This design comes from an exercise in tuning for small area, a short achievable clock period and few clock cycles per item on the open sky130 flow, not from production work.
Only the layout flow was run in this run; the RTL was not checked for function there.
No activity file was given, so power comes from the tool's default toggle rates.

==> flow/design.v <==
package mipsPkg;
  typedef logic [31:0] word_t;      
  typedef logic [4:0]  regAddr_t;   
  typedef struct packed {
    regAddr_t dest;
    word_t    data;
  } wbResult_t;
endpackage
module registerFile (
  input  logic               Clk,
  input  logic               rstN,
  input  mipsPkg::regAddr_t  rs,
  input  mipsPkg::regAddr_t  rt,
  output mipsPkg::word_t     readData1,
  output mipsPkg::word_t     readData2,
  input  logic               wrEn,
  input  mipsPkg::regAddr_t  wrAddr,
  input  mipsPkg::word_t     wrData
);
  mipsPkg::word_t regs [1:31];
  logic [31:1]    written;
  always_comb begin
    readData1 = (rs != '0 && written[rs]) ? regs[rs] : 32'd0;
    readData2 = (rt != '0 && written[rt]) ? regs[rt] : 32'd0;
  end
  always_ff @(posedge Clk or negedge rstN) begin
    if (!rstN)
      written <= '0;
    else if (wrEn && wrAddr != '0)
      written[wrAddr] <= 1'b1;
  end
  always_ff @(posedge Clk) begin
    if (wrEn && wrAddr != '0)
      regs[wrAddr] <= wrData;
  end
endmodule
module decodeStage (
  input  logic               Clk,
  input  logic               rstN,
  input  logic               instrValid,
  input  mipsPkg::word_t     instr,
  output logic               instrCredit,
  output mipsPkg::regAddr_t  rs,
  output mipsPkg::regAddr_t  rt,
  input  mipsPkg::word_t     readData1,
  input  mipsPkg::word_t     readData2,
  input  logic               xWrites,
  input  logic               xLoad,
  input  mipsPkg::regAddr_t  xDestIn,
  input  logic               mWrites,
  input  mipsPkg::regAddr_t  mDestIn,
  input  logic               wbValid,
  input  mipsPkg::wbResult_t wbResult,
  output logic               dxValid,
  output logic               dxWrites,    
  output logic               dxLoad,
  output logic               dxStore,
  output mipsPkg::regAddr_t  dxDest,
  output logic [5:0]         dxOp,        
  output logic [4:0]         dxShamt,
  output mipsPkg::word_t     dxA,         
  output mipsPkg::word_t     dxB,         
  output mipsPkg::word_t     dxS,         
  output logic [1:0]         dxFwdA,      
  output logic [1:0]         dxFwdB,
  output logic [1:0]         dxFwdS
);
  localparam int qDepth = 4 - 1;   
  mipsPkg::word_t queueMem [qDepth];
  logic [1:0]     wrPtr;
  logic [1:0]     rdPtr;
  logic [1:0]     queueCount;
  logic           pop;
  mipsPkg::word_t dInstr;
  logic           dValid;
  logic           stall;
  logic           advance;
  function automatic logic [1:0] nextPtr(input logic [1:0] ptr);
    nextPtr = (ptr == 2'(qDepth - 1)) ? 2'd0 : ptr + 2'd1;
  endfunction
  assign pop = (queueCount != '0) && (!dValid || advance);
  always_ff @(posedge Clk or negedge rstN) begin
    if (!rstN) begin
      wrPtr      <= '0;
      rdPtr      <= '0;
      queueCount <= '0;
    end else begin
      if (instrValid)
        wrPtr <= nextPtr(wrPtr);
      if (pop)
        rdPtr <= nextPtr(rdPtr);
      queueCount <= queueCount + 2'(instrValid) - 2'(pop);
    end
  end
  always_ff @(posedge Clk) begin
    if (instrValid)
      queueMem[wrPtr] <= instr;
  end
  always_ff @(posedge Clk or negedge rstN) begin
    if (!rstN) begin
      dValid      <= 1'b0;
      instrCredit <= 1'b0;
    end else begin
      if (pop)
        dValid <= 1'b1;
      else if (advance)
        dValid <= 1'b0;
      instrCredit <= advance;
    end
  end
  always_ff @(posedge Clk) begin
    if (pop)
      dInstr <= queueMem[rdPtr];
  end
  logic [5:0]        opcode;
  logic [5:0]        funct;
  mipsPkg::regAddr_t rd;
  mipsPkg::regAddr_t dest;
  logic              regWrite;
  logic              useRs;
  logic              useRt;
  logic              aluSrcImm;
  logic              isLoad;
  logic              isStore;
  logic [5:0]        op;
  assign opcode = dInstr[31:26];
  assign rs     = dInstr[25:21];
  assign rt     = dInstr[20:16];
  assign rd     = dInstr[15:11];
  assign funct  = dInstr[5:0];
  always_comb begin
    dest      = rt;
    regWrite  = 1'b0;
    useRs     = 1'b0;
    useRt     = 1'b0;
    aluSrcImm = 1'b1;
    isLoad    = 1'b0;
    isStore   = 1'b0;
    op        = 6'b000001;   
    case (opcode)
      6'h00: begin
        dest      = rd;
        aluSrcImm = 1'b0;
        case (funct)
          6'h20: begin regWrite = 1'b1; useRs = 1'b1; useRt = 1'b1; op = 6'b000001; end
          6'h22: begin regWrite = 1'b1; useRs = 1'b1; useRt = 1'b1; op = 6'b000010; end
          6'h24: begin regWrite = 1'b1; useRs = 1'b1; useRt = 1'b1; op = 6'b000100; end
          6'h25:  begin regWrite = 1'b1; useRs = 1'b1; useRt = 1'b1; op = 6'b001000; end
          6'h2A: begin regWrite = 1'b1; useRs = 1'b1; useRt = 1'b1; op = 6'b010000; end
          6'h00: begin regWrite = 1'b1; useRt = 1'b1; op = 6'b100000; end
          default: ;
        endcase
      end
      6'h08: begin regWrite = 1'b1; useRs = 1'b1; end
      6'h23:   begin regWrite = 1'b1; useRs = 1'b1; isLoad = 1'b1; end
      6'h2B:   begin useRs = 1'b1; useRt = 1'b1; isStore = 1'b1; end
      default: ;
    endcase
  end
  assign stall   = dValid && xWrites && xLoad &&
                   ((useRs && xDestIn == rs) || (useRt && xDestIn == rt));
  assign advance = dValid && !stall;
  mipsPkg::word_t rsVal;
  mipsPkg::word_t rtVal;
  assign rsVal = (wbValid && wbResult.dest == rs) ? wbResult.data : readData1;
  assign rtVal = (wbValid && wbResult.dest == rt) ? wbResult.data : readData2;
  logic fMs, fWs, fMt, fWt;
  assign fMs = xWrites && !xLoad && xDestIn == rs;
  assign fWs = mWrites && mDestIn == rs && !fMs;
  assign fMt = xWrites && !xLoad && xDestIn == rt;
  assign fWt = mWrites && mDestIn == rt && !fMt;
  always_ff @(posedge Clk or negedge rstN) begin
    if (!rstN) begin
      dxValid  <= 1'b0;
      dxWrites <= 1'b0;
      dxLoad   <= 1'b0;
      dxStore  <= 1'b0;
    end else begin
      dxValid  <= advance;
      dxWrites <= advance && regWrite && dest != '0;
      dxLoad   <= advance && isLoad;
      dxStore  <= advance && isStore;
    end
  end
  always_ff @(posedge Clk) begin
    dxDest  <= dest;
    dxOp    <= op;
    dxShamt <= dInstr[10:6];
    dxA     <= rsVal;
    dxB     <= aluSrcImm ? {{16{dInstr[15]}}, dInstr[15:0]} : rtVal;
    dxS     <= rtVal;
    dxFwdA  <= {fMs, fWs};
    dxFwdB  <= aluSrcImm ? 2'b00 : {fMt, fWt};
    dxFwdS  <= {fMt, fWt};
  end
endmodule
module executeStage (
  input  logic               Clk,
  input  logic               rstN,
  input  logic               dxWrites,
  input  logic               dxLoad,
  input  logic               dxStore,
  input  mipsPkg::regAddr_t  dxDest,
  input  logic [5:0]         dxOp,
  input  logic [4:0]         dxShamt,
  input  mipsPkg::word_t     dxA,
  input  mipsPkg::word_t     dxB,
  input  mipsPkg::word_t     dxS,
  input  logic [1:0]         dxFwdA,
  input  logic [1:0]         dxFwdB,
  input  logic [1:0]         dxFwdS,
  input  mipsPkg::word_t     wbData,      
  output logic               xmWrites,
  output logic               xmLoad,
  output logic               xmStore,
  output mipsPkg::regAddr_t  xmDest,
  output mipsPkg::word_t     xmAlu,       
  output mipsPkg::word_t     xmStoreData
);
  mipsPkg::word_t srcA;
  mipsPkg::word_t srcB;
  mipsPkg::word_t srcS;
  mipsPkg::word_t sum;
  mipsPkg::word_t aluResult;
  logic           sub;
  logic           lt;
  function automatic mipsPkg::word_t fwd(input logic [1:0] sel, input mipsPkg::word_t fromM,
                                         input mipsPkg::word_t fromW, input mipsPkg::word_t own);
    fwd = sel[1] ? fromM : (sel[0] ? fromW : own);
  endfunction
  assign srcA = fwd(dxFwdA, xmAlu, wbData, dxA);
  assign srcB = fwd(dxFwdB, xmAlu, wbData, dxB);
  assign srcS = fwd(dxFwdS, xmAlu, wbData, dxS);
  assign sub = dxOp[1] | dxOp[4];
  assign sum = srcA + (srcB ^ {32{sub}}) + {31'd0, sub};
  assign lt  = (srcA[31] ^ srcB[31]) ? srcA[31] : sum[31];
  always_comb begin
    aluResult = ({32{dxOp[0] | dxOp[1]}} & sum)
              | ({32{dxOp[2]}} & (srcA & srcB))
              | ({32{dxOp[3]}} & (srcA | srcB))
              | ({32{dxOp[4]}} & {31'd0, lt})
              | ({32{dxOp[5]}} & (srcB << dxShamt));
  end
  always_ff @(posedge Clk or negedge rstN) begin
    if (!rstN) begin
      xmWrites <= 1'b0;
      xmLoad   <= 1'b0;
      xmStore  <= 1'b0;
    end else begin
      xmWrites <= dxWrites;
      xmLoad   <= dxLoad;
      xmStore  <= dxStore;
    end
  end
  always_ff @(posedge Clk) begin
    xmDest      <= dxDest;
    xmAlu       <= aluResult;
    xmStoreData <= srcS;
  end
endmodule
module resultStage (
  input  logic               Clk,
  input  logic               rstN,
  input  logic               xmWrites,
  input  logic               xmLoad,
  input  logic               xmStore,
  input  mipsPkg::regAddr_t  xmDest,
  input  mipsPkg::word_t     xmAlu,
  input  mipsPkg::word_t     xmStoreData,
  output logic               wbValid,
  output mipsPkg::wbResult_t wbResult
);
  localparam int idxW = $clog2(64);
  mipsPkg::word_t              dataMem [64];
  logic [64-1:0] written;
  logic [idxW-1:0]             wordIdx;
  mipsPkg::word_t              loadData;
  assign wordIdx  = xmAlu[idxW+1:2];   
  assign loadData = written[wordIdx] ? dataMem[wordIdx] : 32'd0;
  always_ff @(posedge Clk or negedge rstN) begin
    if (!rstN)
      written <= '0;
    else if (xmStore)
      written[wordIdx] <= 1'b1;
  end
  always_ff @(posedge Clk) begin
    if (xmStore)
      dataMem[wordIdx] <= xmStoreData;
  end
  always_ff @(posedge Clk or negedge rstN) begin
    if (!rstN) begin
      wbValid  <= 1'b0;
      wbResult <= '0;
    end else begin
      wbValid       <= xmWrites;
      wbResult.dest <= xmDest;
      wbResult.data <= xmLoad ? loadData : xmAlu;
    end
  end
endmodule
module pipelineTop (
  input  logic               Clk,
  input  logic               rstN,
  input  logic               instrValid,
  input  logic [31:0]        instr,
  output logic               instrCredit,
  output logic               wbValid,
  output logic [36:0]        wbResult    
);
  mipsPkg::regAddr_t rs;
  mipsPkg::regAddr_t rt;
  mipsPkg::word_t    readData1;
  mipsPkg::word_t    readData2;
  logic              dxValid, dxWrites, dxLoad, dxStore;
  mipsPkg::regAddr_t dxDest;
  logic [5:0]        dxOp;
  logic [4:0]        dxShamt;
  mipsPkg::word_t    dxA, dxB, dxS;
  logic [1:0]        dxFwdA, dxFwdB, dxFwdS;
  logic              xmWrites, xmLoad, xmStore;
  mipsPkg::regAddr_t xmDest;
  mipsPkg::word_t    xmAlu;
  mipsPkg::word_t    xmStoreData;
  mipsPkg::wbResult_t wb;
  assign wbResult = wb;
  decodeStage u_decode (
    .Clk(Clk), .rstN(rstN),
    .instrValid(instrValid), .instr(instr), .instrCredit(instrCredit),
    .rs(rs), .rt(rt), .readData1(readData1), .readData2(readData2),
    .xWrites(dxWrites), .xLoad(dxLoad), .xDestIn(dxDest),
    .mWrites(xmWrites), .mDestIn(xmDest),
    .wbValid(wbValid), .wbResult(wb),
    .dxValid(dxValid), .dxWrites(dxWrites), .dxLoad(dxLoad), .dxStore(dxStore),
    .dxDest(dxDest), .dxOp(dxOp), .dxShamt(dxShamt),
    .dxA(dxA), .dxB(dxB), .dxS(dxS),
    .dxFwdA(dxFwdA), .dxFwdB(dxFwdB), .dxFwdS(dxFwdS)
  );
  registerFile u_regFile (
    .Clk(Clk), .rstN(rstN),
    .rs(rs), .rt(rt), .readData1(readData1), .readData2(readData2),
    .wrEn(wbValid), .wrAddr(wb.dest), .wrData(wb.data)
  );
  executeStage u_execute (
    .Clk(Clk), .rstN(rstN),
    .dxWrites(dxWrites), .dxLoad(dxLoad), .dxStore(dxStore), .dxDest(dxDest),
    .dxOp(dxOp), .dxShamt(dxShamt), .dxA(dxA), .dxB(dxB), .dxS(dxS),
    .dxFwdA(dxFwdA), .dxFwdB(dxFwdB), .dxFwdS(dxFwdS),
    .wbData(wb.data),
    .xmWrites(xmWrites), .xmLoad(xmLoad), .xmStore(xmStore), .xmDest(xmDest),
    .xmAlu(xmAlu), .xmStoreData(xmStoreData)
  );
  resultStage u_result (
    .Clk(Clk), .rstN(rstN),
    .xmWrites(xmWrites), .xmLoad(xmLoad), .xmStore(xmStore), .xmDest(xmDest),
    .xmAlu(xmAlu), .xmStoreData(xmStoreData),
    .wbValid(wbValid), .wbResult(wb)
  );
endmodule
==> flow/run.sh <==
#!/bin/bash
# synth_recipe.tcl (not shown) runs the flow's synth.tcl, then flattens the netlist and writes it again
# the make line also repeats each setting of config.mk as NAME=value (left out here)
make -C /OpenROAD-flow-scripts/flow DESIGN_CONFIG=/design/flow/config.mk WORK_HOME=/design/flow/orfs CLKGATE_MAP_FILE= SYNTH_SCRIPT=/design/flow/synth_recipe.tcl finish
==> flow/config.mk <==
export PLATFORM = sky130hd
export DESIGN_NAME = pipelineTop
export DESIGN_NICKNAME = pipelineTop
export VERILOG_FILES = /design/flow/design.v
export SDC_FILE = /design/flow/constraint.sdc
export NUM_CORES = 4
export LEC_CHECK = 0
export CAP_MARGIN = 20
export CORE_MARGIN = 2
export CORE_UTILIZATION = 30
export PLACE_DENSITY = 0.5
export SLEW_MARGIN = 20
==> flow/constraint.sdc <==
create_clock -name core_clock -period 7.0 [get_ports {Clk}]
set_input_delay 1.4000 -clock core_clock [delete_from_list [all_inputs] [get_ports {Clk}]]
set_output_delay 1.4000 -clock core_clock [all_outputs]
set_load 0.01 [all_outputs]
==> out/qor.yml <==
die_area_mm2: 0.483
io_pins: 74
finClkSkew_ns: 0.102
ctsHoldBuffers: 0
drc: 0
synthArstFlopShare: 0.0420
cts_max_level: 5
area_growth_pct: 15.0
grt_busiest_layer: "met2"
slew_headroom: 0.203
ant_nets: 0
hpwl_um: 277000
port_buffers: 73
power_frac_clock: 0.257
crit_slowest_cell: "nor4_1"
gp_congestion: 0.881
die_x_um: 695
drtIter0Drc: 11100
place_area_mm2: 0.153
worstPathRequired_ns: 7.82
rows: 253
crit_chain: "buf_4 > mux2_2 > mux2i_1 > xor2_1 > ha_1 > inv_1 > nor4_1 > nand2_1 > a211oi_1 > o41ai_2 > a2111oi_0 > mux2_2 > o21ai_1"
clk_path_buf_depth: 4
grt_start_max_net_pins: 113
critPathArrivalTime_ns: 5.99
slowest_delay_ns: 0.89
period_share: 0.739
final_layout_size_suffix_gt1_frac: 0.200
post-cts-setup-buffers: 0
p_int_mw: 46.5
synth_area_per_cell_um2: 17.4
synth_edf_count: 3168
grt_pass1_vias: 83300
synth_flop_cell: "edfxtp_1"
rsz0062_at_grt: "false"
cts_resized: 0
power_frac_seq: 0.375
yosysSeqAreaShare: 0.716
holdPathStages: 0
cts_tree: "done"
cp-start-kind: "flop"
synth_area_mm2: 0.143
cts_sinks: 3502
use_met1: 0.274
outcome: "no timing/DRC/antenna violations"
path_class: "flop to flop"
n_fill_cell: 44600
cts-root-buf: "clkbuf_16"
maxCapViolCount: 0
layout_commonest_cell: "edfxtp_1"
gr-total-overflow: 0
grt_pass1_wl_um: 670000
path_common_cell: "mux2_2"
max_freq_ghz: 0.193
synth_top_area_cell: "edfxtp_1"
grt_use_total: 0.194
cts_inserted_buffers: 354
hold_class: "flop to flop"
p_sw_mw: 27.4
hold_ws_ns: 0.353
synth_top_cell_area_share: 0.664
post-route-min-period_ns: 5.17
yosysWarnings: 4
ys_types: 83
nNetsFinal: 8475
ff2ff_path_depth: 13
synthTopCellsByArea: "edfxtp_1 66%, mux4_2 9.7%, a22oi_1 3.9%"
met3_usage: 0.0302
stdcell_area_mm2: 0.165
endpoint_kind: "flop"
synth_seq_cells: 3502
setup_violations: 0
dr.pass1.iters: 8
met2_usage: 0.310
swShare: 0.371
die_y_um: 695
drt-total-wl_um: 482000
coreArea_mm2: 0.475
ir_worst_vdd_uv: 446
start_util: 0.301
timing.setup.tns_ns: 0
final_max_slew_viol_count: 0
power_density_mw_per_mm2: 449
synthCells: 8220
final_cell_mix: "3168 x edfxtp_1, 750 x a22oi_1, 614 x mux4_2, 360 x clkbuf_16, 280 x buf_4"
path_max_fanout: 20
vias: 83900
p_leak_nw: 50.0
path_clk_slew_ns: 0.06
antenna_found_initial: 21
worstSkewPairLatency_ns: 0.97
p_comb_frac: 0.368
wl_per_cell_um: 32.0
final-hold-violation-count: 0
syn-num-nets: 8308
worst_pin_slew_ns: 1.19
viasPerCell: 5.57
[state kept, by name (all words and copies together), names as in the netlist, 37 cells and up]
signal and flops:
u_regFile.regs 992, u_decode.queueMem 96, u_result.written 64, u_result.dataMem 2048, u_result.wbResult 37
[cells by family after synthesis]
group	after synthesis	share of synthesized area
and+or+nand+nor	924	0.0301
xor gates and xnor gates	93	0.00574
adders and majority gates	53	0.00468
buffers and inverters	678	0.0197
AOI/OAI and AO/OA	1999	0.101
muxes	971	0.123
DFF	3502	0.716
[Yosys cell counts, drive strengths merged, types with 8 or more instances]
master  number
nand4       40
and3        13
o21ba       17
nand3       91
dfrtp      147
a31oi      167
buf        239
a221oi     164
a41oi       80
nor2       297
clkbuf     340
a22oi      750
a21o        26
inv         99
a221o        8
dfxtp      187
mux2        85
mux2i      272
a211oi       8
nor2b       10
o31ai       40
nor4        66
o21bai      81
a22o       158
nand2b      10
a21oi      238
o21a        11
and4        33
edfxtp    3168
o211ai      14
xnor2       38
o21ai      179
ha          52
nor3        38
xor2        55
o22ai        8
nor3b       11
mux4       614
nand2      281
[final timing paths]
| check | startpoint | endpoint | slack [ns] |
|---|---|---|---|
| worst max-delay path | u_decode.dxFwdB[0] | u_execute.xmAlu[29] | 1.83 |
| worst min-delay path | u_decode.dxStore | u_execute.xmStore | 0.35 |
| worst max register to register | u_decode.dxFwdB[0] | u_execute.xmAlu[29] | 1.83 |
| worst min register to register | u_decode.dxStore | u_execute.xmStore | 0.35 |
| max in group asynchronous | rstN | u_result.wbResult[21] | 5.08 |
| min in group asynchronous | rstN | u_decode.wrPtr[0] | 0.49 |
[critical path: cells and delay by family (launching register included)]
family,cells,cell delay [ns]
muxes,3,1.32
AOI/OAI and AO/OA,4,1.13
and+or+nand+nor,2,1.05
DFF,1,0.52
buffers and inverters,2,0.52
adders and majority gates,1,0.40
xor gates and xnor gates,1,0.15
[metrics by stage]
stage / total power, mW / instances / util / worst slack (ns)
finish: 73.9 / 15100 / 0.347 / 1.83
global route: 76.4 / 15100 / 0.347 / 1.76
CTS: 74.3 / 15000 / 0.347 / 1.97
detailed placement: 55.4 / 14400 / 0.323 / 2.02
global placement: 55.2 / 14400 / 0.322 / 1.93
floorplan: 43.1 / 8220 / - / 2.69
[per-layer routing]
layer | wire length [um] | part of all wire
met2 | 225000 | 0.47
met4 | 14100 | 0.029
met5 | 13 | 0.000027
met3 | 38000 | 0.079
met1 | 205000 | 0.43
[final cells by class]
cell class / instances / area, um^2 / area share
flip-flops and latches: 3502 / 103000 / 0.623
inverters: 99 / 372 / 0.00226
diodes: 9 / 22.5 / 0.000137
well taps: 6375 / 7980 / 0.0484
clock inverters: 193 / 1920 / 0.0117
clock buffers: 451 / 9470 / 0.0575
multi-input cells: 4040 / 38700 / 0.235
repair buffers: 390 / 3600 / 0.0218
[power groups by stage]
| stage | Sequential, mW | Combinational (mW) | Clock [mW] |
|---|---|---|---|
| 2_1_floorplan | 28.7 | 14.4 | 0 |
| 3_3_place_gp | 28.1 | 27.0 | 0 |
| 3_5_place_dp | 28.2 | 27.2 | 0 |
| 4_1_cts | 27.7 | 27.3 | 19.3 |
| 5_1_grt | 27.8 | 28.5 | 20.1 |
| 6_report | 27.7 | 27.2 | 19.0 |

-- afterwards: timing with drivers on the ports --
The results above use ideal ports. As a check the final layout listed here was re-extracted and re-timed, cells and wires unchanged. Step 1 assumes that a clkbuf_16 drives the clock port and a buf_2 every other input. Step 2 also shifts input and output timing later by t, the mid clock arrival at the registers, as if the neighbouring blocks saw the same clock. Slacks: no drivers / after step 1 / after step 2; pairs: no drivers / after step 1.
t, ns: 1.016
setup slack, ns: 1.830 / 1.830 / 1.830
hold slack, ns: 0.353 / 0.353 / 0.353
worst setup path after step 2: register to register
worst register clock-pin slew, ns: 0.07 / 0.07
After both steps this run still meets setup and hold. The setup slack of this run moves by 0.000 ns with the drivers and by 0.000 ns with both steps.
